This is an optimization exercise on Yosys and OpenROAD, whose aim is small area, not a production implementation.
Only simulation tests tie the RTL to the original design; equivalence was not proved.
Power figures rest on the tool's default switching activity, not on a simulated workload.

## dma_dispatcher
module dma_dispatcher (
    input  logic                     clk,
    input  logic                     rst_local,
    input  logic                     mmio_read,
    input  logic                     mmio_write,
    input  logic [10-1:0]   mmio_address,
    input  logic [64-1:0]   mmio_writedata,
    output logic [64-1:0]   readdata,
    output logic                     readdatavalid,
    output logic                     rd_ch0_new_cmd,
    output logic [64-1:0]   rd_ch0_src_start_addr,
    output logic [64-1:0]   rd_ch0_dst_start_addr,
    output logic [64-1:0]   rd_ch0_xfer_length,
    output logic                     rd_ch1_new_cmd,
    output logic [64-1:0]   rd_ch1_src_start_addr,
    output logic [64-1:0]   rd_ch1_dst_start_addr,
    output logic [64-1:0]   rd_ch1_xfer_length,
    output logic                     wr_ch0_new_cmd,
    output logic [64-1:0]   wr_ch0_src_start_addr,
  ...
==> module dma_blk_adder, before the edit <==
module dma_blk_adder (
    input  logic                   clk,
    input  logic [64-1:0] a,
    input  logic [64-1:0] b,
    input  logic                   cin,
    output logic [64-1:0] sum
);
    logic [64:0] c, cr;
    logic                 c13_q, c26_q, c39_q, c52_q;
    logic                 p3;
    always_comb begin
        c[0] = cin;
        cr[0] = cin;
        for (int i = 0; i < 64; i++) begin
            cr[i+1] = (a[i] & b[i]) | ((a[i] ^ b[i]) & c[i]);
            case (i + 1)
                13:      c[i+1] = c13_q;
                26:      c[i+1] = c26_q;
                39:      c[i+1] = c39_q;
                52:      c[i+1] = c52_q;
                default: c[i+1] = cr[i+1];
            endcase
        end
    end
    assign p3 = &(a[51:39] ^ b[51:39]);
    always_ff @(posedge clk) begin
        c13_q <= cr[13];
        c26_q <= cr[26];
        c39_q <= cr[39];
        c52_q <= p3 ? cr[39] : cr[52];
    end
    assign sum = a ^ b ^ c[64-1:0];
endmodule
==> module dma_cmd_splitter, before the edit <==
module dma_cmd_splitter
(
    input  logic                   clk,
    input  logic                   rst_local,
    input  logic                   wr_src,
    input  logic                   wr_dst,
    input  logic                   wr_len,
    input  logic [64-1:0] wdata,
    input  logic                   wdata_hi_nz,    
    input  logic                   wdata_nz,       
    input  logic [2-1:0] chan_done,
    output logic [64-1:0] src_q,
    output logic [64-1:0] dst_q,
    output logic [64-1:0] len_q,
    output logic                   len_zero,
    output dma_cmd_pkg::dma_cmd_t  chan0_cmd,
    output dma_cmd_pkg::dma_cmd_t  chan1_cmd,
    output logic                   xfer_done
);
    logic [64-1:0] src_s, dst_s;
    logic [64-1:0] len_half, len_ch0, src_ch1, dst_ch1;
    logic [64:0]   inc_c;
    logic                   go, has_ch1;
    logic [3:0]             stb_d;
    assign go = wr_len && wdata_nz;
    always_ff @(posedge clk) begin
        if (wr_src)
            src_q <= wdata;
        if (wr_dst)
            dst_q <= wdata;
        if (go) begin
            len_q   <= wdata;
            has_ch1 <= wdata_hi_nz;
            src_s   <= src_q;
            dst_s   <= dst_q;
        end
        if (wr_len)
            len_zero <= !wdata_nz;
    end
    always_ff @(posedge clk) begin
        if (rst_local)
            stb_d <= '0;
        else
            stb_d <= {stb_d[2:0], go};
    end
    assign len_half = {1'b0, len_q[64-1:1]};
    always_comb begin
        inc_c[0] = len_q[0];
        for (int k = 0; k < 64 / 8; k++) begin
            for (int i = k*8; i < k*8 + 7; i++)
                inc_c[i+1] = inc_c[i] & len_half[i];
            inc_c[k*8 + 8] = inc_c[k*8] & (&len_half[k*8 +: 8]);
        end
    end
    assign len_ch0 = len_half ^ inc_c[64-1:0];
    dma_blk_adder src_add (.clk, .a (src_s), .b (len_half), .cin (len_q[0]), .sum (src_ch1));
    dma_blk_adder dst_add (.clk, .a (dst_s), .b (len_half), .cin (len_q[0]), .sum (dst_ch1));
    assign chan0_cmd = {stb_d[3], src_s, dst_s, len_ch0};
    assign chan1_cmd = {stb_d[3] && has_ch1, src_ch1, dst_ch1, len_half};
    dma_done_tracker done_inst (
        .clk, .rst_local,
        .chan_new_cmd ({chan1_cmd.new_cmd, chan0_cmd.new_cmd}),
        .chan_done,
        .xfer_done
    );
endmodule
Settings: LEC_CHECK=0, CAP_MARGIN=20, CORE_MARGIN=2, CORE_UTILIZATION=40, SLEW_MARGIN=20; clock period 8.0 ns.
run.sh (not shown) runs the stock make flow with config.mk's settings and CLKGATE_MAP_FILE= SYNTH_SCRIPT=/design/flow/synth_recipe.tcl, a recipe that flattens the netlist after the stock synthesis.
Then changed:
--- a/flow/design.v
+++ b/flow/design.v
@@ -115,31 +115,30 @@
     input  logic                   cin,
     output logic [64-1:0] sum
 );
-    logic [64:0] c, cr;
-    logic                 c13_q, c26_q, c39_q, c52_q;
-    logic                 p3;
+    localparam int BW = 8;
+    localparam int NB = 64 / BW;
+    logic [64-1:0] p, g;
+    logic [64:0]   c;
+    logic [NB-1:0]          blk_p, blk_co;
+    logic [NB:0]            c_nxt;
+    logic [NB-1:1]          c_q;
+    assign p = a ^ b;
+    assign g = a & b;
     always_comb begin
-        c[0] = cin;
-        cr[0] = cin;
-        for (int i = 0; i < 64; i++) begin
-            cr[i+1] = (a[i] & b[i]) | ((a[i] ^ b[i]) & c[i]);
-            case (i + 1)
-                13:      c[i+1] = c13_q;
-                26:      c[i+1] = c26_q;
-                39:      c[i+1] = c39_q;
-                52:      c[i+1] = c52_q;
-                default: c[i+1] = cr[i+1];
-            endcase
+        for (int k = 0; k < NB; k++) begin
+            c[k*BW] = (k == 0) ? cin : c_q[k];
+            for (int i = k*BW; i < k*BW + BW; i++)
+                c[i+1] = g[i] | (p[i] & c[i]);
+            blk_co[k] = c[k*BW + BW];
+            blk_p[k]  = &p[k*BW +: BW];
         end
+        c_nxt[0] = cin;
+        for (int k = 0; k < NB; k++)
+            c_nxt[k+1] = blk_p[k] ? c_nxt[k] : blk_co[k];
     end
-    assign p3 = &(a[51:39] ^ b[51:39]);
-    always_ff @(posedge clk) begin
-        c13_q <= cr[13];
-        c26_q <= cr[26];
-        c39_q <= cr[39];
-        c52_q <= p3 ? cr[39] : cr[52];
-    end
-    assign sum = a ^ b ^ c[64-1:0];
+    always_ff @(posedge clk)
+        c_q <= c_nxt[NB-1:1];
+    assign sum = p ^ c[64-1:0];
 endmodule
 module dma_cmd_splitter
 (
@@ -164,7 +163,7 @@
     logic [64-1:0] len_half, len_ch0, src_ch1, dst_ch1;
     logic [64:0]   inc_c;
     logic                   go, has_ch1;
-    logic [3:0]             stb_d;
+    logic [2:0]             stb_d;
     assign go = wr_len && wdata_nz;
     always_ff @(posedge clk) begin
         if (wr_src)
@@ -184,22 +183,19 @@
         if (rst_local)
             stb_d <= '0;
         else
-            stb_d <= {stb_d[2:0], go};
+            stb_d <= {stb_d[1:0], go};
     end
     assign len_half = {1'b0, len_q[64-1:1]};
     always_comb begin
         inc_c[0] = len_q[0];
-        for (int k = 0; k < 64 / 8; k++) begin
-            for (int i = k*8; i < k*8 + 7; i++)
-                inc_c[i+1] = inc_c[i] & len_half[i];
-            inc_c[k*8 + 8] = inc_c[k*8] & (&len_half[k*8 +: 8]);
-        end
+        for (int i = 0; i < 64; i++)
+            inc_c[i+1] = inc_c[i] & len_half[i];
     end
     assign len_ch0 = len_half ^ inc_c[64-1:0];
     dma_blk_adder src_add (.clk, .a (src_s), .b (len_half), .cin (len_q[0]), .sum (src_ch1));
     dma_blk_adder dst_add (.clk, .a (dst_s), .b (len_half), .cin (len_q[0]), .sum (dst_ch1));
-    assign chan0_cmd = {stb_d[3], src_s, dst_s, len_ch0};
-    assign chan1_cmd = {stb_d[3] && has_ch1, src_ch1, dst_ch1, len_half};
+    assign chan0_cmd = {stb_d[2], src_s, dst_s, len_ch0};
+    assign chan1_cmd = {stb_d[2] && has_ch1, src_ch1, dst_ch1, len_half};
     dma_done_tracker done_inst (
         .clk, .rst_local,
         .chan_new_cmd ({chan1_cmd.new_cmd, chan0_cmd.new_cmd}),
This time the run finished but failed the layout checks on negative setup slack. Area after synthesis increases by a little under a tenth. Via count increases by a little under a tenth. Worst setup slack is worse by 5.0 ns. Sequential power increases slightly. Worst hold slack is better by 0.0078 ns. Combinational power decreases slightly. Count of clock-buffer cells in the layout increases by 3. First-iteration DRC count increases by a few percent. Register-to-register slack is worse by 0.31 ns. Total power decreases slightly.

-- what the ideal ports hide --
The results above use ideal ports. As a check the final layouts listed here were re-extracted and re-timed, cells and wires unchanged.
Step 1 (the two cells are an assumption about what drives the block):
set clk [get_ports {clk}]
set_driving_cell -lib_cell sky130_fd_sc_hd__clkbuf_16 $clk
set_driving_cell -lib_cell sky130_fd_sc_hd__buf_2 [delete_from_list [all_inputs] $clk]
Step 2 also shifts input and output timing later by t, the mid clock arrival at the registers, as if the neighbouring blocks saw the same clock.
Three values: ideal ports, drivers, drivers and shift; two values: the first two.
| run | t, ns | setup slack, ns | worst register clock-pin slew, ns |
|---|---|---|---|
| the first run | 0.710 | 0.073 / 0.006 / 0.715 | 0.07 / 0.07 |
| the second run | 0.716 | -4.936 / -5.012 / -4.296 | 0.06 / 0.06 |
